Background: an optimization exercise with open tools, aiming at small area and a short achievable clock period. Do not read the settings as production practice. At most, simulation tests tie the RTL to the original design; equivalence was not proved. No functional check of the RTL was part of run 1. The flow treats the clock pin as an ideal source, which a real chip does not have. Power is estimated from default activity; no workload was simulated.

### flow/design.v
module fs_wbit (
  input  logic q,
  input  logic we,
  input  logic nwe,
  input  logic wd,
  output logic d
);
  assign d = (q & nwe) | (wd & we);
endmodule
module fs_rpair (
  input  logic sn0,
  input  logic d0,
  input  logic sn1,
  input  logic d1,
  output logic y
);
  assign y = !((sn0 | d0) & (sn1 | d1));
endmodule
module fs_nor2 (
  input  logic a,
  input  logic b,
  output logic y
);
  assign y = !(a | b);
endmodule
module fs_nand2 (
  input  logic a,
  input  logic b,
  output logic y
);
  assign y = !(a & b);
endmodule
module fs_nand4 (
  input  logic [3:0] a,
  output logic       y
);
  assign y = !(&a);
endmodule
module fs_rbit (
  input  logic [255:0] sn,
  input  logic [255:0] d,
  output logic         q
);
  logic [127:0] y1;
  logic [63:0]  y2;
  logic [15:0]  y3;
  logic [7:0]   y4;
  logic [1:0]   y5;
  for (genvar i = 0; i < 128; i++) begin : g_l1
    fs_rpair u (.sn0(sn[2*i]), .d0(d[2*i]), .sn1(sn[2*i+1]), .d1(d[2*i+1]), .y(y1[i]));
  end
  for (genvar i = 0; i < 64; i++) begin : g_l2
    fs_nor2 u (.a(y1[2*i]), .b(y1[2*i+1]), .y(y2[i]));
  end
  for (genvar i = 0; i < 16; i++) begin : g_l3
    fs_nand4 u (.a(y2[4*i+3:4*i]), .y(y3[i]));
  end
  for (genvar i = 0; i < 8; i++) begin : g_l4
    fs_nor2 u (.a(y3[2*i]), .b(y3[2*i+1]), .y(y4[i]));
  end
  for (genvar i = 0; i < 2; i++) begin : g_l5
    fs_nand4 u (.a(y4[4*i+3:4*i]), .y(y5[i]));
  end
  fs_nor2 u_l6 (.a(y5[0]), .b(y5[1]), .y(q));
endmodule
module fs_dec4 (
  input  logic [3:0]  a,
  output logic [15:0] y
);
  for (genvar k = 0; k < 16; k++) begin : g_k
    assign y[k] = (a == 4'(k));
  end
endmodule
module fs_dec4e (
  input  logic [3:0]  a,
  input  logic        en,
  output logic [15:0] y,
  output logic [15:0] yn
);
  for (genvar k = 0; k < 16; k++) begin : g_k
    assign y[k]  = en & (a == 4'(k));
    assign yn[k] = !(en & (a == 4'(k)));
  end
endmodule
module fs_andn #(
  parameter int N = 2
) (
  input  logic [N-1:0] a,
  output logic         y
);
  assign y = &a;
endmodule
module fs_mux2 (
  input  logic s,
  input  logic a0,
  input  logic a1,
  output logic y
);
  assign y = s ? a1 : a0;
endmodule
module fs_pcbit (
  input  logic s_inc_n,
  input  logic vh0,
  input  logic vh1,
  input  logic x,
  input  logic y,
  input  logic a,
  output logic q
);
  assign q = a ^ ((!s_inc_n & x) | (vh0 & y) | (vh1 & y));
endmodule
module fs_incnext (
  input  logic clr,
  input  logic set,
  input  logic s,
  output logic d
);
  assign d = !clr & (set | s);
endmodule
module fs_vhnext (
  input  logic ld,
  input  logic keep,
  input  logic n0,
  input  logic n1,
  input  logic s,
  output logic d
);
  assign d = (ld & (n0 | n1)) | (keep & s);
endmodule
module fetch_stage #(
  parameter int PC_W = 8,
  parameter int INSTR_W = 16,
  parameter logic [INSTR_W-1:0] HALT_INSTR = 16'hFFFF
) (
  input  logic               clk,
  input  logic               rst,
  input  logic [PC_W-1:0]    pc_cur,
  output logic [PC_W-1:0]    pc_next,
  input  logic               redirect_valid,
  input  logic [PC_W-1:0]    redirect_target,
  output logic               id_valid,
  input  logic               id_ready,
  output logic [INSTR_W-1:0] id_instr,
  output logic [PC_W-1:0]    id_pc,
  input  logic               imem_we,
  input  logic [PC_W-1:0]    imem_waddr,
  input  logic [INSTR_W-1:0] imem_wdata,
  output logic               halted
);
  localparam int DEPTH = 1 << PC_W;
  logic [15:0]        wlo, whi, wlo_n, whi_n;
  logic [15:0]        rlo, rhi;
  logic [DEPTH-1:0]   wsel, wsel_n;
  logic [DEPTH-1:0]   rsel_n;
  logic [INSTR_W-1:0] mem   [DEPTH];
  logic [INSTR_W-1:0] mem_d [DEPTH];
  logic [DEPTH-1:0]   col   [INSTR_W];
  logic [INSTR_W-1:0] rdata;
  fs_dec4e u_wdec_lo (.a(imem_waddr[3:0]), .en(1'b1), .y(wlo), .yn(wlo_n));
  fs_dec4e u_wdec_hi (.a(imem_waddr[7:4]), .en(imem_we), .y(whi), .yn(whi_n));
  fs_dec4 u_rdec_lo (.a(pc_cur[3:0]), .y(rlo));
  fs_dec4 u_rdec_hi (.a(pc_cur[7:4]), .y(rhi));
  for (genvar r = 0; r < DEPTH; r++) begin : g_row
    fs_nor2  u_wsel   (.a(whi_n[r/16]), .b(wlo_n[r%16]), .y(wsel[r]));
    fs_nand2 u_wsel_n (.a(whi[r/16]), .b(wlo[r%16]), .y(wsel_n[r]));
    fs_nand2 u_rsel (.a(rhi[r/16]), .b(rlo[r%16]), .y(rsel_n[r]));
    always_ff @(posedge clk)
      mem[r] <= mem_d[r];
    for (genvar c = 0; c < INSTR_W; c++) begin : g_col
      assign col[c][r] = mem[r][c];
      fs_wbit u_wbit (
        .q(mem[r][c]), .we(wsel[r]), .nwe(wsel_n[r]), .wd(imem_wdata[c]),
        .d(mem_d[r][c])
      );
    end
  end
  for (genvar c = 0; c < INSTR_W; c++) begin : g_rbit
    fs_rbit u_rbit (.sn(rsel_n), .d(col[c]), .q(rdata[c]));
  end
  localparam int NCOPY = PC_W / 2;
  logic [NCOPY-1:0] s_inc_n, vh0, vh1;
  logic slot_halt;
  logic halt_hit;
  logic advance;
  logic [3:0] rd_nib_n;
  logic ld, keep;
  logic [NCOPY-1:0] vh0_d, vh1_d, s_inc_n_d;
  assign slot_halt = id_valid & !vh0[0] & !vh1[0];
  assign halt_hit  = slot_halt & id_ready;
  assign advance   = !halted & (!id_valid | id_ready);
  for (genvar k = 0; k < 4; k++) begin : g_hnib
    fs_nand4 u (.a(rdata[4*k+3:4*k]), .y(rd_nib_n[k]));
  end
  for (genvar i = 0; i < PC_W; i++) begin : g_pc
    logic a, x, y;
    fs_mux2 u_a (.s(redirect_valid), .a0(pc_cur[i]), .a1(redirect_target[i]), .y(a));
    if (i == 0) begin : g_b0
      assign x = !redirect_valid;
      fs_andn #(.N(2)) u_y (.a({!redirect_valid, id_ready}), .y(y));
    end else begin : g_bn
      fs_andn #(.N(i + 1)) u_x (.a({!redirect_valid, pc_cur[i-1:0]}), .y(x));
      fs_andn #(.N(i + 2)) u_y (.a({!redirect_valid, id_ready, pc_cur[i-1:0]}), .y(y));
    end
    fs_pcbit u_pcbit (
      .s_inc_n(s_inc_n[i/2]), .vh0(vh0[i/2]), .vh1(vh1[i/2]), .x(x), .y(y), .a(a),
      .q(pc_next[i])
    );
  end
  assign ld   = !redirect_valid & !halt_hit & advance;
  assign keep = !redirect_valid & !halt_hit & !advance;
  for (genvar k = 0; k < NCOPY; k++) begin : g_vh
    fs_vhnext u_vh0_d (.ld(ld), .keep(keep), .n0(rd_nib_n[0]), .n1(rd_nib_n[1]), .s(vh0[k]), .d(vh0_d[k]));
    fs_vhnext u_vh1_d (.ld(ld), .keep(keep), .n0(rd_nib_n[2]), .n1(rd_nib_n[3]), .s(vh1[k]), .d(vh1_d[k]));
    fs_incnext u_inc_d (.clr(redirect_valid), .set(halt_hit | advance), .s(s_inc_n[k]), .d(s_inc_n_d[k]));
  end
  always_ff @(posedge clk or negedge rst) begin
    if (!rst) begin
      halted   <= 1'b0;
      id_valid <= 1'b0;
    end else begin
      if (redirect_valid) begin
        halted   <= 1'b0;
        id_valid <= 1'b0;
      end else if (halt_hit) begin
        halted   <= 1'b1;
        id_valid <= 1'b0;
      end else if (advance) begin
        id_valid <= 1'b1;
      end
    end
  end
  for (genvar k = 0; k < NCOPY; k++) begin : g_state
    always_ff @(posedge clk or negedge rst) begin
      if (!rst) begin
        s_inc_n[k] <= 1'b0;
        vh0[k]     <= 1'b0;
        vh1[k]     <= 1'b0;
      end else begin
        s_inc_n[k] <= s_inc_n_d[k];
        vh0[k]     <= vh0_d[k];
        vh1[k]     <= vh1_d[k];
      end
    end
  end
  always_ff @(posedge clk) begin
    if (!id_valid | id_ready) begin
      id_instr <= rdata;
      id_pc    <= pc_cur;
    end
  end
endmodule
### flow/flow/run.sh
#!/bin/bash
# Layout flow: the standard ORFS flow (standard.sh, unchanged synthesis,
# floorplan, power grid, placement, CTS and routing), with three changes:
#  - the port buffers that buffer_ports inserts on every input and output
#    are plain sky130_fd_sc_hd__buf_4 cells instead of its default pick;
#  - before global placement, pre_place.tcl gives the upper levels of the
#    memory read tree a stronger drive (same cell function, larger size);
#  - after CTS, post_cts.tcl runs one more setup repair pass.
# Each tool's full output goes to the ORFS logs under orfs/logs and to
# standard.log here.
set -euo pipefail
here=$(cd "$(dirname "$0")" && pwd)
export BUFFER_PORTS_ARGS="-buffer_cell sky130_fd_sc_hd__buf_4"
export PRE_GLOBAL_PLACE_TCL="$here/pre_place.tcl"
export POST_CTS_TCL="$here/post_cts.tcl"
bash standard.sh > standard.log 2>&1
### flow/flow/post_cts.tcl
# Extra setup repair after CTS (sourced by ORFS cts.tcl before it writes
# 4_1_cts.odb), then legalize the placement again.
repair_timing -setup -setup_margin 2.5 -repair_tns 10 -max_passes 100 -verbose
detailed_placement
check_placement -verbose
### flow/flow/pre_place.tcl
# Upsize gates that drive long, heavily loaded wires (same function, larger
# drive). Gates are found by the names of the nets they drive: submodule
# instance paths survive flattening in the net names.
#  - memory read tree and HALT check: every nand4, and every nor2 fed by
#    nand4s (the upper tree levels);
#  - row decoders: the predecoded lines (to size 4) and the row select
#    gates (to size 2).
set db [ord::get_db]
set block [ord::get_db_block]
proc out_net {inst} {
  foreach it [$inst getITerms] {
    if {[$it isOutputSignal]} { return [$it getNet] }
  }
  return ""
}
proc in_drivers {inst} {
  set res {}
  foreach it [$inst getITerms] {
    if {![$it isInputSignal]} { continue }
    set net [$it getNet]
    if {$net eq "NULL" || $net eq ""} { continue }
    foreach d [$net getITerms] {
      if {[$d isOutputSignal]} { lappend res [[[$d getInst] getMaster] getName] }
    }
  }
  return $res
}
proc has_any {nm keys} {
  foreach k $keys { if {[string first $k $nm] >= 0} { return 1 } }
  return 0
}
# Swap inst to the same cell at drive strength size, if it is weaker.
proc upsize {inst size} {
  set m [[$inst getMaster] getName]
  if {![regexp {^(sky130_fd_sc_hd__[a-z0-9]+)_([0-9]+)$} $m -> base cur]} { return 0 }
  if {$cur >= $size} { return 0 }
  set new [[ord::get_db] findMaster ${base}_$size]
  if {$new eq "NULL" || $new eq ""} { return 0 }
  $inst swapMaster $new
  return 1
}
set cnt(tree) 0; set cnt(pre) 0; set cnt(sel) 0
foreach inst [$block getInsts] {
  set m [[$inst getMaster] getName]
  set net [out_net $inst]
  if {$net eq ""} { continue }
  set nm [$net getName]
  set fo [expr {[llength [$net getITerms]] - 1}]
  if {[has_any $nm {.u.sn0 .u.sn1 u_wbit.we u_wbit.nwe}] && $fo >= 8} {
    incr cnt(sel) [upsize $inst 2]
  } elseif {[has_any $nm {u_rsel.a u_rsel.b u_wsel.a u_wsel.b u_wsel_n.a u_wsel_n.b}] && $fo >= 8} {
    incr cnt(pre) [upsize $inst 4]
  } elseif {[has_any $nm {u_rbit hnib rdata rd_nib}]} {
    if {$m eq "sky130_fd_sc_hd__nand4_1"} {
      incr cnt(tree) [upsize $inst 2]
    } elseif {$m eq "sky130_fd_sc_hd__nor2_1"} {
      if {[lsearch -glob [in_drivers $inst] "sky130_fd_sc_hd__nand4*"] < 0} { continue }
      incr cnt(tree) [upsize $inst [expr {$fo > 1 ? 4 : 2}]]
    }
  }
}
puts "pre_place: upsized tree $cnt(tree), predecode $cnt(pre), row select $cnt(sel)"
### flow/standard.sh
#!/bin/bash
# synth_recipe.tcl (not shown) runs the flow's synth.tcl, then flattens the netlist and writes it again
# the make line also repeats each setting of config.mk as NAME=value (left out here)
make -C /OpenROAD-flow-scripts/flow DESIGN_CONFIG=/design/flow/config.mk WORK_HOME=/design/flow/orfs CLKGATE_MAP_FILE= SYNTH_SCRIPT=/design/flow/synth_recipe.tcl "${@:-finish}"
### flow/config.mk
export PLATFORM = sky130hd
export DESIGN_NAME = fetch_stage
export DESIGN_NICKNAME = fetch_stage
export VERILOG_FILES = /design/flow/design.v
export SDC_FILE = /design/flow/constraint.sdc
export NUM_CORES = 4
export LEC_CHECK = 0
export CAP_MARGIN = 20
export CORE_MARGIN = 2
export CORE_UTILIZATION = 65
export CTS_CLUSTER_DIAMETER = 80
export CTS_CLUSTER_SIZE = 28
export PLACE_DENSITY = 0.75
export SETUP_SLACK_MARGIN = 2.2
export SLEW_MARGIN = 20
export SYNTH_HIERARCHICAL = 1
export TNS_END_PERCENT = 5
### flow/constraint.sdc
create_clock -name core_clock -period 5.0 [get_ports {clk}]
set_input_delay 1.0000 -clock core_clock [delete_from_list [all_inputs] [get_ports {clk}]]
set_output_delay 1.0000 -clock core_clock [all_outputs]
set_load 0.01 [all_outputs]
==> flow_summary.toml, run 1 <==
[setup_path]
rrSetupSlack_ns = 2.48
startpoint = "redirect_valid"
end_kind = "primary output"
r2r-start = "mem[184][9]$_DFF_P_"
start_kind = "input pin"
cp.arrival_ns = 2.45
r2r_cells = 9
rr_endpoint = "vh1[2]$_DFF_PN0_"
cp_data_required_time_ns = 4.00
crit_fanout = 5
path_class = "input pin to primary output"
endpoint = "pc_next[6]"

[floorplanning]
dieArea_um2 = 223000
core-area_um2 = 218000
rows = 171
die_x_um = 472
start_util_pct = 65.5
fp.dieH_um = 472
pin_count = 79

[sta]
relSlewSlack_pct = 17.6
setup_viol = 0
fin_crit_sh_pct = 69.1
tns_ns = 0
rsz0062_at_grt = "yes"
clock_skew_ns = 0.0557
max_freq_ghz = 0.290
holdWs_ns = 0.346
report.final.slew_viol_count = 0
hold_viol_final = 0
worst_pin_slew_ns = 1.24
fin_crit_ns = 3.45
setup_ws_ns = 1.55

[placement]
portBuffers = 78
place_ws_ns = -0.0440
dp_hpwl_um = 363000
post_dp_cell_area_um2 = 153000
gp_congestion = 1.01
placed_cells = 15840

[clock_tree]
clock_sinks = 4134
clk_latency_ns = 0.94
cts_tree = "built"
clk_pin_slew_ns = 0.10

[drt]
firstDrtPassIters = 9
postRouteAntennaNets = 0
wire_per_inst_um = 35.8
drc = 0
drt-vias-per-instance = 7.93
drtIter0Drc = 21383
finalWirelength_um = 582000
detailroute.via_count = 128999

[power_and_ir_drop]
pwr_density_cell_nw_per_um2 = 338
p_leak_nw = 63.2
total_power_mw = 55.5
ir_drop_mv = 0.451

[finish]
fin_area_um2 = 164000
fin_cells = 16263
drive_gt1_share_pct = 16.0
final_util_pct = 75.4
nets = 13402
areaGrowthSynthToFinish_pct = 15.1

[synthesis]
synth_area_per_cell_um2 = 11.2
synth-seq-cells = 4134
synthFlopType = "dfxtp_1"
synth-edff-count = 24
synthCells = 12757
syn-cell-area_um2 = 143000
yosys_warnings = 12
yosysSeqAreaShare_pct = 58.3
synthArstFlopShare_pct = 0.339
yosysUniqueCellTypes = 39

[global_route]
track_usage_pct = 49.8
grt_pass1_vias = 120124
grt_antenna_before_repair = 9
grt_max_degree = 94
grt_overflow_total = 0
grt_pass1_wl_um = 831000

[outcome]
status = "timing/DRC/antenna clean"

[min_path]
hold_class = "input pin to register"

[flow_run]
max_cap_violations = 0
==> per-module statistics from Yosys (local to each module, per instance), a selection <==
| module | cells | flops+latches |
|---|---|---|
| fs_nor2 | 1 | 0 |
| fs_pcbit | 4 | 0 |
| fs_nand2 | 1 | 0 |
| fetch_stage | 4147 | 4134 |
| fs_vhnext | 3 | 0 |
| fs_nand4 | 1 | 0 |
| fs_wbit | 1 | 0 |
| fs_dec4 | 20 | 0 |
==> per-layer routing <==
metal	GRT usage [%]	share of wire, %	vias up	wire length, um
met5	0	0	-	0
met4	42.0	10	0	60800
met3	15.3	14	2433	83800
met2	69.4	40	10299	234000
met1	62.9	35	63078	203000
li1	-	-	53189	-
==> critical path, cell delays in order <==
cell        delay [ns]
buf_16            0.13
clkinvlp_4        0.10
buf_6             0.12
nand4_1           0.08
nor2_1            0.15
inv_1             0.10
o21ai_4           0.38
xor2_1            0.23
buf_4             0.16
==> kinds of logic (layout without fill, tap and decap cells) <==
group	after synthesis	after routing	share of synthesized area, %
and+or+nand+nor	2407	2414	7.23
AOI/OAI and AO/OA	6177	6177	34.3
buffers and inverters	22	649	0.104
DFF	4134	4134	58.3
xor gates and xnor gates	8	8	0.0491
other	1	19	0.00263
muxes	8	8	0.0842
==> cells in the mapped netlist (10+ instances only) <==
master,n,share of area [%]
and4bb_1,10,0.088
dfxtp_1,4096,58
nand2_1,559,1.5
o21ai_1,25,0.088
nand3_1,15,0.053
inv_1,10,0.026
dfrtp_1,14,0.25
nand4_1,301,1.3
a22o_1,4096,25
nor2_1,1458,3.8
edfxtp_1,24,0.51
o22ai_1,2048,9.0
==> how the worst min path moves through the flow <==
stage,startpoint,end,cells after the start
3_3_place_gp,mem[192][14]$_DFF_P_,mem[192][14]$_DFF_P_,1
2_1_floorplan,mem[0][0]$_DFF_P_,mem[0][0]$_DFF_P_,1
3_5_place_dp,mem[56][12]$_DFF_P_,mem[56][12]$_DFF_P_,1
5_1_grt,pc_cur[1],id_pc[1]$_DFFE_PP_,1
6_report,pc_cur[1],id_pc[1]$_DFFE_PP_,1
==> flip-flops by register name, indices dropped and copies added (netlist names) <==
register  cells
halted        1
id_instr     16
id_pc         8
id_valid      1
mem        4096
s_inc_n       4
vh0           4
vh1           4
==> report_power, final <==
part	internal [mW]	total, mW	leakage, nW	switching (mW)
clock network	6.50	16.8	2.31	10.3
registers	34.0	34.6	33.5	0.694
logic	1.45	4.03	27.3	2.57
==> area by class of cell <==
type	count	area, um^2
antenna	11	27.5
clock buffer	189	4480
clock inverter	23	233
fill	14659	53500
inverter	10	41.3
multi-input combinational	8615	67800
sequential	4134	83100
tap	2854	3570
timing repair buffer	427	4900
==> cells in the final DEF (no fill, tap or decap), drive strengths merged, types with 6 or more instances in the layout <==
cell type	netlist	layout
edfxtp	24	24
buf	12	425
a22o	4096	4096
and3	6	6
clkinv	0	13
diode	0	11
nand4	301	301
and4b	8	8
inv	10	18
nor3	9	9
xor2	8	8
mux2	8	8
nand3	15	15
o22ai	2048	2048
and4bb	12	12
dfrtp	14	14
o21ai	26	26
dfxtp	4096	4096
clkbuf	0	190
nor2	1458	1458
nand2	559	566
conb	1	8
nand2b	6	6
nor4b	8	8
==> run 2, diff against run 1 <==
--- a/flow/design.v
+++ b/flow/design.v
@@ -62,6 +62,32 @@
     fs_nand4 u (.a(y4[4*i+3:4*i]), .y(y5[i]));
   end
   fs_nor2 u_l6 (.a(y5[0]), .b(y5[1]), .y(q));
+endmodule
+module fs_dec2 (
+  input  logic [1:0] a,
+  output logic [3:0] y
+);
+  for (genvar k = 0; k < 4; k++) begin : g_k
+    assign y[k] = (a == 2'(k));
+  end
+endmodule
+module fs_and2 (
+  input  logic a,
+  input  logic b,
+  output logic y
+);
+  assign y = a & b;
+endmodule
+module fs_dec4p (
+  input  logic [3:0]  a,
+  output logic [15:0] y
+);
+  logic [3:0] lo, hi;
+  fs_dec2 u_lo (.a(a[1:0]), .y(lo));
+  fs_dec2 u_hi (.a(a[3:2]), .y(hi));
+  for (genvar k = 0; k < 16; k++) begin : g_k
+    fs_and2 u (.a(hi[k/4]), .b(lo[k%4]), .y(y[k]));
+  end
 endmodule
 module fs_dec4 (
   input  logic [3:0]  a,
@@ -158,8 +184,8 @@
   logic [INSTR_W-1:0] rdata;
   fs_dec4e u_wdec_lo (.a(imem_waddr[3:0]), .en(1'b1), .y(wlo), .yn(wlo_n));
   fs_dec4e u_wdec_hi (.a(imem_waddr[7:4]), .en(imem_we), .y(whi), .yn(whi_n));
-  fs_dec4 u_rdec_lo (.a(pc_cur[3:0]), .y(rlo));
-  fs_dec4 u_rdec_hi (.a(pc_cur[7:4]), .y(rhi));
+  fs_dec4p u_rdec_lo (.a(pc_cur[3:0]), .y(rlo));
+  fs_dec4p u_rdec_hi (.a(pc_cur[7:4]), .y(rhi));
   for (genvar r = 0; r < DEPTH; r++) begin : g_row
     fs_nor2  u_wsel   (.a(whi_n[r/16]), .b(wlo_n[r%16]), .y(wsel[r]));
     fs_nand2 u_wsel_n (.a(whi[r/16]), .b(wlo[r%16]), .y(wsel_n[r]));
--- a/flow/config.mk
+++ b/flow/config.mk
@@ -7,10 +7,10 @@
 export LEC_CHECK = 0
 export CAP_MARGIN = 20
 export CORE_MARGIN = 2
-export CORE_UTILIZATION = 65
+export CORE_UTILIZATION = 72
 export CTS_CLUSTER_DIAMETER = 80
 export CTS_CLUSTER_SIZE = 28
-export PLACE_DENSITY = 0.75
+export PLACE_DENSITY = 0.82
 export SETUP_SLACK_MARGIN = 2.2
 export SLEW_MARGIN = 20
 export SYNTH_HIERARCHICAL = 1
==> run 2 against run 1 <==
  * Clock-buffer cell count fell by 6
  * Sequential power barely moved
  * Sequential cell count did not move
  * Still clean
  * Largest cell class unchanged
  * Combinational power rose by 1%
  * Setup slack improved by 0.058 ns
  * Die area fell by 9.8%
  * Global-route usage rose by 5.5 points
==> flow_summary.toml, run 2 <==
[outcome]
status = "timing/DRC/antenna clean"

[placement]
gp_congestion = 1.12
portBuffers = 78
placed_cells = 15584
dp_hpwl_um = 349000

[min_path]
holdPathStages = 1
min_from = "pc_cur[6]"
whs_endpoint = "id_pc[6]$_DFFE_PP_"
hold_class = "input pin to register"

[floorplanning]
die_x_um = 449
core-area_um2 = 197000
rows = 163
start_util_pct = 72.3
fp.dieH_um = 449
dieArea_um2 = 201000
pin_count = 79

[sta]
relSlewSlack_pct = 16.6
hold_viol_final = 0
worst_pin_slew_ns = 1.25
clock_skew_ns = 0.0330
fin_crit_sh_pct = 67.9
report.final.slew_viol_count = 0
tns_ns = 0
rsz0062_at_grt = "yes"
holdWs_ns = 0.314
setup_viol = 0
max_freq_ghz = 0.295
fin_crit_ns = 3.40

[drt]
firstDrtPassIters = 21
drtIter0Drc = 24885
finalWirelength_um = 585000
drc = 0
drt-vias-per-instance = 8.31
detailroute.via_count = 132731
wire_per_inst_um = 36.6
postRouteAntennaNets = 0

[finish]
top_register = "mem"
fillerInstances = 10717
final_cell_mix = "4,096 x a22o_1, 4,096 x dfxtp_1, 2,038 x o22ai_1"
areaGrowthSynthToFinish_pct = 15.4
nets = 13351
final_util_pct = 83.5
fin_cells = 15980
largest_reg_flops = 4096
top_regs = "mem x4096, id_instr x16, id_pc x8"
drive_gt1_share_pct = 16.2

[power_and_ir_drop]
combinationalPowerShare_pct = 7.4
pwr_density_cell_nw_per_um2 = 336
p_int_mw = 41.7
total_power_mw = 55.3
ir_drop_mv = 0.418
seqPwrFrac_pct = 62.8
switchingPower_mw = 13.5
p_leak_nw = 62.8
p_clk_share_pct = 29.8
p_sw_share_pct = 24.5

[flow_run]
max_cap_violations = 0

[setup_path]
cp.arrival_ns = 2.40
crit_fanout = 3
cp_data_required_time_ns = 4.00
cp_top_family = "flip-flops"
crit_slowest_cell = "dfrtp_2"
crit_buf_inv = 1
path_class = "register to primary output"
r2r-start = "mem[41][1]$_DFF_P_"
worst_path_largest_cell_delay_ns = 0.66
end_kind = "primary output"
start_kind = "register"
rr_endpoint = "vh0[0]$_DFF_PN0_"
crit_chain = "o21ai_1 -> o21ai_1 -> xor2_1 -> buf_4"
r2r_cells = 9
cpMostUsedCell = "o21ai_1"
rrSetupSlack_ns = 2.45

[synthesis]
yosysUniqueCellTypes = 35
yosys.area.top_type = "dfxtp_1"
synth_top_cells_by_count = "4,096 x a22o_1, 4,096 x dfxtp_1, 2,048 x o22ai_1"
synthFlopType = "dfxtp_1"
synth-seq-cells = 4134
synthCells = 12765
synth-edff-count = 24
ys_top_cells_by_area = "dfxtp_1 58%, a22o_1 25%, o22ai_1 9.0%"
yosysSeqAreaShare_pct = 58.4
yosys_warnings = 12
synth_top_area_share_pct = 57.6
synth_area_per_cell_um2 = 11.2
synthArstFlopShare_pct = 0.339
syn-cell-area_um2 = 142000

[global_route]
grt_overflow_total = 0
grt_max_degree = 90
grt_antenna_before_repair = 16
grt_pass1_wl_um = 844000
grt_pass1_vias = 124409
track_usage_pct = 55.3

[clock_tree]
clk_latency_ns = 0.92
cts_tree = "built"
clk_pin_slew_ns = 0.12
clock_sinks = 4134
run 2: changes by cell type in the layout (fill, tap and decap cells not counted), sizes merged, moves of 5 or more:
cell	before	now
clkbuf	190	185
and2	2	43
and4b	8	0
nor4b	8	0
clkinv	13	4
buf	425	351
inv	18	11
and4bb	12	0
run 2: power by group through the flow:
stage | logic (mW) | registers [mW] | clock network, mW
2_1_floorplan | 1.30 | 35.1 | 0
3_3_place_gp | 3.24 | 35.3 | 0
3_5_place_dp | 3.34 | 35.4 | 0
5_1_grt | 3.99 | 34.8 | 17.3
6_report | 4.08 | 34.7 | 16.5
run 2: final cells by class:
class	count	area [um^2]	share of cell area (%)
inverters	10	41.3	0.0251
diodes	11	27.5	0.0168
repair buffers	355	4460	2.71
well taps	2640	3300	2.01
clock inverters	8	124	0.0754
multi-input cells	8638	68900	42.0
repair inverters	1	7.51	0.00457
clock buffers	183	4320	2.63
flip-flops and latches	4134	83100	50.6
run 2: worst reg2reg max path: cells and delay by family, from the launching register on:
| family | cells | cell delay, ns |
|---|---|---|
| AOI/OAI and AO/OA | 2 | 0.34 |
| DFF | 1 | 0.47 |
| and+or+nand+nor | 7 | 1.63 |
run 2: worst max-delay path by stage:
stage                                start             endpoint  slack (ns)  depth (start not counted)
after floorplan              imem_waddr[1]  mem[100][0]$_DFF_P_        2.05                          4
after global routing             pc_cur[1]           pc_next[6]        1.68                          7
final                     vh1[1]$_DFF_PN0_           pc_next[2]        1.60                          4
after detailed placement         pc_cur[0]     vh1[0]$_DFF_PN0_        0.26                         13
after global placement           pc_cur[0]     vh1[0]$_DFF_PN0_        0.25                         13
run 2: logic make-up after synthesis:
kind of cell	count (synthesis)	share of synthesized area [%]
AOI/OAI and AO/OA	6177	34.3
xor gates and xnor gates	8	0.0492
buffers and inverters	14	0.0404
DFF	4134	58.4
muxes	8	0.0844
other	1	0.00263
and+or+nand+nor	2423	7.13
run 2: routing by layer:
layer | vias up | global-route usage [%] | wire length [um]
met2 | 12355 | 75.1 | 227000
li1 | 53040 | - | -
met5 | - | 2.32 | 681
met4 | 19 | 47.0 | 66600
met1 | 63748 | 67.3 | 191000
met3 | 3569 | 23.3 | 99400
run 2: stage by stage:
stage | instance area, um^2 | setup WS, ns
after floorplan | 142000 | 2.05
final | 164000 | 1.60
after global routing | 164000 | 1.68
after detailed placement | 152000 | 0.261
after global placement | 152000 | 0.249
run 2: modules after synthesis (local to each module, per instance), excerpt:
module | cell area [um^2] | copies in the design | cells
fs_dec4e | 249 | 2 | 48
fs_rpair | 6.26 | 2048 | 1
fetch_stage | 83100 | 1 | 4147
fs_wbit | 8.76 | 4096 | 1
fs_and2 | 6.26 | 32 | 1
fs_nand2 | 3.75 | 512 | 1
fs_mux2 | 15.0 | 8 | 1
==> run 3, diff against run 2 <==
--- a/flow/config.mk
+++ b/flow/config.mk
@@ -7,10 +7,10 @@
 export LEC_CHECK = 0
 export CAP_MARGIN = 20
 export CORE_MARGIN = 2
-export CORE_UTILIZATION = 72
+export CORE_UTILIZATION = 65
 export CTS_CLUSTER_DIAMETER = 80
 export CTS_CLUSTER_SIZE = 28
-export PLACE_DENSITY = 0.82
+export PLACE_DENSITY = 0.75
 export SETUP_SLACK_MARGIN = 2.2
 export SLEW_MARGIN = 20
 export SYNTH_HIERARCHICAL = 1
==> run 3 against run 2 <==
  * Clock power about the same
  * Die area increased by 11%
  * Critical path depth increased by 10
  * Sequential cell count unchanged
  * Clock-buffer cell count increased by 7
  * Sequential power about the same
  * Global-route usage decreased by 5.9 points
  * Wire length decreased by 1.3%
  * Setup slack improved by 0.27 ns
  * Register-to-register slack improved by 0.18 ns
  * Critical path type is now input pin to register
  * Largest power group unchanged
==> flow_summary.toml, run 3 <==
[power_and_ir_drop]
p_leak_nw = 63.4
pwr_density_cell_nw_per_um2 = 337
p_clk_share_pct = 30.3
seqPwrFrac_pct = 62.4
ir_drop_mv = 0.421
combinationalPowerShare_pct = 7.3
switchingPower_mw = 13.5
p_int_mw = 41.9
p_sw_share_pct = 24.4

[finish]
fin_cells = 16220
top_register = "mem"
areaGrowthSynthToFinish_pct = 15.7
final_cell_mix = "4,096 x a22o_1, 4,096 x dfxtp_1, 2,014 x o22ai_1"
largest_reg_flops = 4096
drive_gt1_share_pct = 16.5
nets = 13361
top_regs = "mem x4096, id_instr x16, id_pc x8"

[setup_path]
crit_slowest_cell = "nor2_4"
start_kind = "input pin"
path_class = "input pin to register"
worst_path_largest_cell_delay_ns = 0.43
cp_data_required_time_ns = 5.78
crit_chain = "buf_6 -> and2_2 -> and2_4 -> buf_12 -> nand2_8 -> o22ai_1 -> nor2_1 -> nand4_4 -> nor2_4 -> nand4_4 -> nor2_4 -> nand4_4 -> o21ai_2 -> nand2_1"
cp_top_family = "simple AND/OR/NAND/NOR gates"
crit_fanout = 16
cpMostUsedCell = "nand4_4"
crit_buf_inv = 2
end_kind = "register"
cp.arrival_ns = 3.91

[floorplanning]
dieArea_um2 = 223000
rows = 171
core-area_um2 = 217000
fp.dieH_um = 472
die_x_um = 472
pin_count = 79
start_util_pct = 65.5

[synthesis]
synthCells = 12765
yosysSeqAreaShare_pct = 58.4
syn-cell-area_um2 = 142000
ys_top_cells_by_area = "dfxtp_1 58%, a22o_1 25%, o22ai_1 9.0%"
synth_top_area_share_pct = 57.6
synth-edff-count = 24
synth-seq-cells = 4134
yosys_warnings = 12
synth_area_per_cell_um2 = 11.2
synthFlopType = "dfxtp_1"
yosysUniqueCellTypes = 35
yosys.area.top_type = "dfxtp_1"
synth_top_cells_by_count = "4,096 x a22o_1, 4,096 x dfxtp_1, 2,048 x o22ai_1"
synthArstFlopShare_pct = 0.339

[drt]
wire_per_inst_um = 35.6
detailroute.via_count = 128672
postRouteAntennaNets = 0
drtIter0Drc = 20725
firstDrtPassIters = 9
drt-vias-per-instance = 7.93
drc = 0
finalWirelength_um = 577000

[min_path]
hold_class = "input pin to register"

[sta]
tns_ns = 0
fin_crit_ns = 3.13
relSlewSlack_pct = 17.2
hold_viol_final = 0
max_freq_ghz = 0.320
rsz0062_at_grt = "yes"
holdWs_ns = 0.346
setup_viol = 0
clock_skew_ns = 0.0374
report.final.slew_viol_count = 0
worst_pin_slew_ns = 1.24
fin_crit_sh_pct = 62.5

[placement]
gp_congestion = 1.06
placed_cells = 15811
portBuffers = 78
dp_hpwl_um = 352000

[global_route]
grt_pass1_vias = 120211
grt_overflow_total = 0
track_usage_pct = 49.4
grt_pass1_wl_um = 826000
grt_antenna_before_repair = 12
grt_max_degree = 93

[clock_tree]
clock_sinks = 4134
clk_pin_slew_ns = 0.11
cts_tree = "built"
clk_latency_ns = 0.90

[flow_run]
max_cap_violations = 0

[outcome]
status = "timing/DRC/antenna clean"
[run 3: worst paths after layout]
check	from	endpoint	slack, ns	depth (start not counted)
max	pc_cur[3]	vh1[1]$_DFF_PN0_	1.87	14
min	pc_cur[2]	id_pc[2]$_DFFE_PP_	0.35	1
max reg2reg	mem[5][15]$_DFF_P_	vh1[1]$_DFF_PN0_	2.63	9
min reg2reg	mem[29][8]$_DFF_P_	mem[29][8]$_DFF_P_	0.49	1
max in group asynchronous	rst	vh1[0]$_DFF_PN0_	4.25	2
min in group asynchronous	rst	s_inc_n[3]$_DFF_PN0_	0.53	2
[run 3: routing by layer]
layer  wire, um  global-route usage, %  vias to the layer above
li1           -                      -                    53070
met1     203000                   63.0                    62955
met2     233000                   69.5                    10105
met3      82500                   15.2                     2534
met4      57700                   38.5                        8
met5        290                  0.498                        -
[run 3: kinds of logic (layout without fill, tap and decap cells)]
| kind of cell | after synthesis | after routing | synth area share, % |
|---|---|---|---|
| mux | 8 | 8 | 0.0844 |
| simple gates | 2423 | 2447 | 7.13 |
| flops | 4134 | 4134 | 58.4 |
| buf+inv | 14 | 573 | 0.0404 |
| xor+xnor | 8 | 8 | 0.0492 |
| other cells | 1 | 19 | 0.00263 |
| compound gates | 6177 | 6177 | 34.3 |
[run 3: Yosys stat by module, one instance, submodules excluded, a selection]
module       flip-flops and latches  cells inside  copies in the design  cell area [um^2]
fetch_stage                    4134          4147                     1             83100
fs_dec4e                          0            48                     2               249
fs_dec2                           0             4                     4              26.3
fs_pcbit                          0             4                     8              22.5
fs_mux2                           0             1                     8              15.0
fs_vhnext                         0             3                     8              12.5
fs_incnext                        0             1                     4              10.0
fs_wbit                           0             1                  4096              8.76
fs_and2                           0             1                    32              6.26
fs_nor2                           0             1                  1424              3.75
fs_nand2                          0             1                   512              3.75
[run 3: power groups by stage]
stage / clock network [mW] / registers (mW) / logic [mW]
after floorplan: 0 / 35.1 / 1.30
after global placement: 0 / 35.3 / 3.33
after detailed placement: 0 / 35.3 / 3.40
after global routing: 17.8 / 34.7 / 4.01
final: 16.8 / 34.6 / 4.05
[run 3: final cells by class]
type	instances	area, um^2
flip-flops and latches	4134	83100
well taps	2854	3570
fillers	14455	52600
repair inverters	1	7.51
multi-input cells	8648	68800
clock buffers	190	4490
clock inverters	19	213
diodes	11	27.5
repair buffers	353	4530
inverters	10	41.3
[run 3: per-stage QoR]
| step | worst slack [ns] | instance area, um^2 | utilization [%] | total power, mW |
|---|---|---|---|---|
| floorplan | 2.05 | 142000 | - | 36.4 |
| global placement | 0.156 | 153000 | 70.3 | 38.6 |
| detailed placement | 0.220 | 153000 | 70.3 | 38.7 |
| global route | 1.79 | 165000 | 75.8 | 56.6 |
| finish | 1.87 | 165000 | 75.8 | 55.5 |
==> run 4, diff against run 3 <==
--- a/flow/flow/pre_place.tcl
+++ b/flow/flow/pre_place.tcl
@@ -1,8 +1,7 @@
 # Upsize gates that drive long, heavily loaded wires (same function, larger
 # drive). Gates are found by the names of the nets they drive: submodule
 # instance paths survive flattening in the net names.
-#  - memory read tree and HALT check: every nand4, and every nor2 fed by
-#    nand4s (the upper tree levels);
+#  - memory read tree and HALT check: every nand4 and every nor2;
 #  - row decoders: the predecoded lines (to size 4) and the row select
 #    gates (to size 2).
 set db [ord::get_db]
@@ -54,7 +53,13 @@
     if {$m eq "sky130_fd_sc_hd__nand4_1"} {
       incr cnt(tree) [upsize $inst 2]
     } elseif {$m eq "sky130_fd_sc_hd__nor2_1"} {
-      if {[lsearch -glob [in_drivers $inst] "sky130_fd_sc_hd__nand4*"] < 0} { continue }
+      # Upper levels (fed by nand4s) to size 2 or 4, the first nor2 level
+      # (fed by the o22ai pairs) to size 2.
+      if {[lsearch -glob [in_drivers $inst] "sky130_fd_sc_hd__nand4*"] < 0} {
+        if {[lsearch -glob [in_drivers $inst] "sky130_fd_sc_hd__o22ai*"] < 0} { continue }
+        incr cnt(tree) [upsize $inst 2]
+        continue
+      }
       incr cnt(tree) [upsize $inst [expr {$fo > 1 ? 4 : 2}]]
     }
   }
==> run 4 against run 3 <==
  * Critical endpoint is now mem[142][12]$_DFF_P_
  * Clock power about the same
  * Critical path depth fell by 9
  * Design area increased by 1.6%
  * Register-to-register slack improved by 0.06 ns
  * Clock-buffer cell count is 4 lower
  * Wire length up 0.22%
  * Hold slack worse by 0.0073 ns
  * Global-route usage is 0.18 points higher
==> flow_summary.toml, run 4 <==
[floorplanning]
die_x_um = 472
rows = 171
fp.dieH_um = 472
pin_count = 79
core-area_um2 = 217000
dieArea_um2 = 223000
start_util_pct = 65.5

[drt]
drtIter0Drc = 19933
firstDrtPassIters = 9
wire_per_inst_um = 35.5
finalWirelength_um = 578000
drc = 0
postRouteAntennaNets = 0
drt-vias-per-instance = 7.94
detailroute.via_count = 129079

[finish]
fillerInstances = 14130
fin_area_um2 = 167000
largest_reg_flops = 4096
fin_cells = 16265
drive_gt1_share_pct = 22.6
final_cell_mix = "4,096 x a22o_1, 4,096 x dfxtp_1, 2,019 x o22ai_1"
areaGrowthSynthToFinish_pct = 17.6
top_regs = "mem x4096, id_instr x16, id_pc x8"
top_register = "mem"
nets = 13404
final_util_pct = 77.0

[setup_path]
rrSetupSlack_ns = 2.69
r2r-start = "mem[108][2]$_DFF_P_"
rr_endpoint = "vh0[1]$_DFF_PN0_"
r2r_cells = 9
crit_fanout = 16
end_kind = "register"
path_class = "input pin to register"
start_kind = "input pin"
cp.arrival_ns = 3.93
cp_data_required_time_ns = 5.82

[synthesis]
synth_area_per_cell_um2 = 11.2
ys_top_cells_by_area = "dfxtp_1 58%, a22o_1 25%, o22ai_1 9.0%"
synthFlopType = "dfxtp_1"
synthCells = 12765
yosys_warnings = 12
yosys.area.top_type = "dfxtp_1"
synth_top_cells_by_count = "4,096 x a22o_1, 4,096 x dfxtp_1, 2,048 x o22ai_1"
synthArstFlopShare_pct = 0.339
synth_top_area_share_pct = 57.6
synth-seq-cells = 4134
yosysUniqueCellTypes = 35
yosysSeqAreaShare_pct = 58.4
syn-cell-area_um2 = 142000
synth-edff-count = 24

[global_route]
grt_overflow_total = 0
grt_pass1_wl_um = 832000
grt_max_degree = 92
track_usage_pct = 49.6
grt_antenna_before_repair = 14
grt_pass1_vias = 121435

[sta]
fin_crit_ns = 3.11
setup_viol = 0
relSlewSlack_pct = 21.6
report.final.slew_viol_count = 0
tns_ns = 0
hold_viol_final = 0
rsz0062_at_grt = "yes"
worst_pin_slew_ns = 1.18
max_freq_ghz = 0.321
setup_ws_ns = 1.89
fin_crit_sh_pct = 62.3
clock_skew_ns = 0.0504
holdWs_ns = 0.339

[placement]
placed_cells = 15804
portBuffers = 78
dp_hpwl_um = 354000
post_dp_cell_area_um2 = 155000
place_ws_ns = 0.373
gp_congestion = 1.06

[power_and_ir_drop]
p_leak_nw = 64.0
pwr_density_cell_nw_per_um2 = 332
total_power_mw = 55.6
ir_drop_mv = 0.340

[clock_tree]
clk_pin_slew_ns = 0.11
clk_latency_ns = 0.90
cts_tree = "built"
clock_sinks = 4134

[min_path]
holdPathStages = 1
hold_class = "input pin to register"
whs_endpoint = "id_pc[7]$_DFFE_PP_"
min_from = "pc_cur[7]"

[flow_run]
max_cap_violations = 0

[outcome]
status = "timing/DRC/antenna clean"
==> run 4: cell counts after synthesis <==
No cell type changed its count.
==> run 4: worst max-delay path by stage <==
stage / startpoint / end / slack [ns] / cells past startpoint
after floorplan: imem_waddr[1] / mem[100][0]$_DFF_P_ / 2.05 / 4
after global placement: pc_cur[0] / vh1[1]$_DFF_PN0_ / 0.30 / 14
after detailed placement: pc_cur[0] / vh1[3]$_DFF_PN0_ / 0.37 / 14
after global routing: redirect_valid / pc_next[6] / 1.87 / 9
final: imem_waddr[1] / mem[142][12]$_DFF_P_ / 1.89 / 5
==> run 4: worst max-delay path: stages <==
cell	delay, ns
buf_4	0.28
nor2b_1	0.66
nand2_4	0.80
nor2_2	0.90
a22o_1	0.25
==> run 4: report_power, final <==
group,switching (mW),internal [mW]
logic,2.60,1.50
registers,0.675,34.0
clock network,10.3,6.52
==> run 4: per-layer routing <==
| metal | GRT usage [%] | part of all wire, % |
|---|---|---|
| met5 | 0 | 0.019 |
| met4 | 39.8 | 9.9 |
| met3 | 15.6 | 14 |
| met2 | 69.7 | 41 |
| met1 | 62.6 | 35 |
==> run 4: logic make-up after synthesis <==
logic type | count (synthesis) | synth area share (%)
AO/OA/AOI/OAI | 6177 | 34.3
flip-flops | 4134 | 58.4
AND/OR/NAND/NOR | 2423 | 7.13
buffers and inverters | 14 | 0.0404
XOR/XNOR | 8 | 0.0492
multiplexers | 8 | 0.0844
other | 1 | 0.00263
==> run 4: layout make-up <==
class,count,area [um^2],share of cell area [%]
Clock inverter,21,250,0.149
Timing Repair inverter,1,7.51,0.00448
Tap cell,2854,3570,2.13
Antenna cell,16,40.0,0.0239
Sequential cell,4134,83100,49.6
Clock buffer,186,4460,2.66
Timing Repair Buffer,395,5030,3.00
Inverter,10,41.3,0.0247
Multi-Input combinational cell,8648,70900,42.4
==> run 4: Yosys stat by module, one instance, submodules excluded, a selection <==
| module | flip-flops and latches | cell area, um^2 | cells |
|---|---|---|---|
| fs_nand4 | 0 | 6.26 | 1 |
| fs_mux2 | 0 | 15.0 | 1 |
| fs_nand2 | 0 | 3.75 | 1 |
| fs_rpair | 0 | 6.26 | 1 |
| fetch_stage | 4134 | 83100 | 4147 |
| fs_nor2 | 0 | 3.75 | 1 |
| fs_and2 | 0 | 6.26 | 1 |
| fs_incnext | 0 | 10.0 | 1 |
| fs_pcbit | 0 | 22.5 | 4 |
| fs_dec4e | 0 | 249 | 48 |
| fs_wbit | 0 | 8.76 | 1 |

## re-timing with driven ports
How much do the figures lean on ideal ports? The routed layouts below were timed once more, with nothing changed but the port constraints.
Step 1 assumes that a clkbuf_16 drives the clock port and a buf_2 every other input.
Step 2, shift: input delay + t, output delay - t, t = (earliest + latest rising clock arrival at the registers) / 2. This alone moves slack from input paths to output paths.
a / b / c = ideal ports / drivers / drivers and shift; a / b = the first two.
run | t, ns | slack for setup (ns) | worst hold slack (ns)
run 1 | 1.012 | 1.547 / 1.361 / 0.644 | 0.346 / 0.334 / 0.492
run 2 | 1.008 | 1.605 / 1.501 / 0.756 | 0.314 / 0.286 / 0.493
run 3 | 0.987 | 1.874 / 1.763 / 0.776 | 0.346 / 0.307 / 0.493
run 4 | 0.972 | 1.885 / 1.808 / 0.836 | 0.339 / 0.272 / 0.493
After both steps setup and hold are still met in every run listed. For run 3, which loses most, drivers alone change the setup slack by -0.111 ns; drivers and shift together by -1.098 ns.
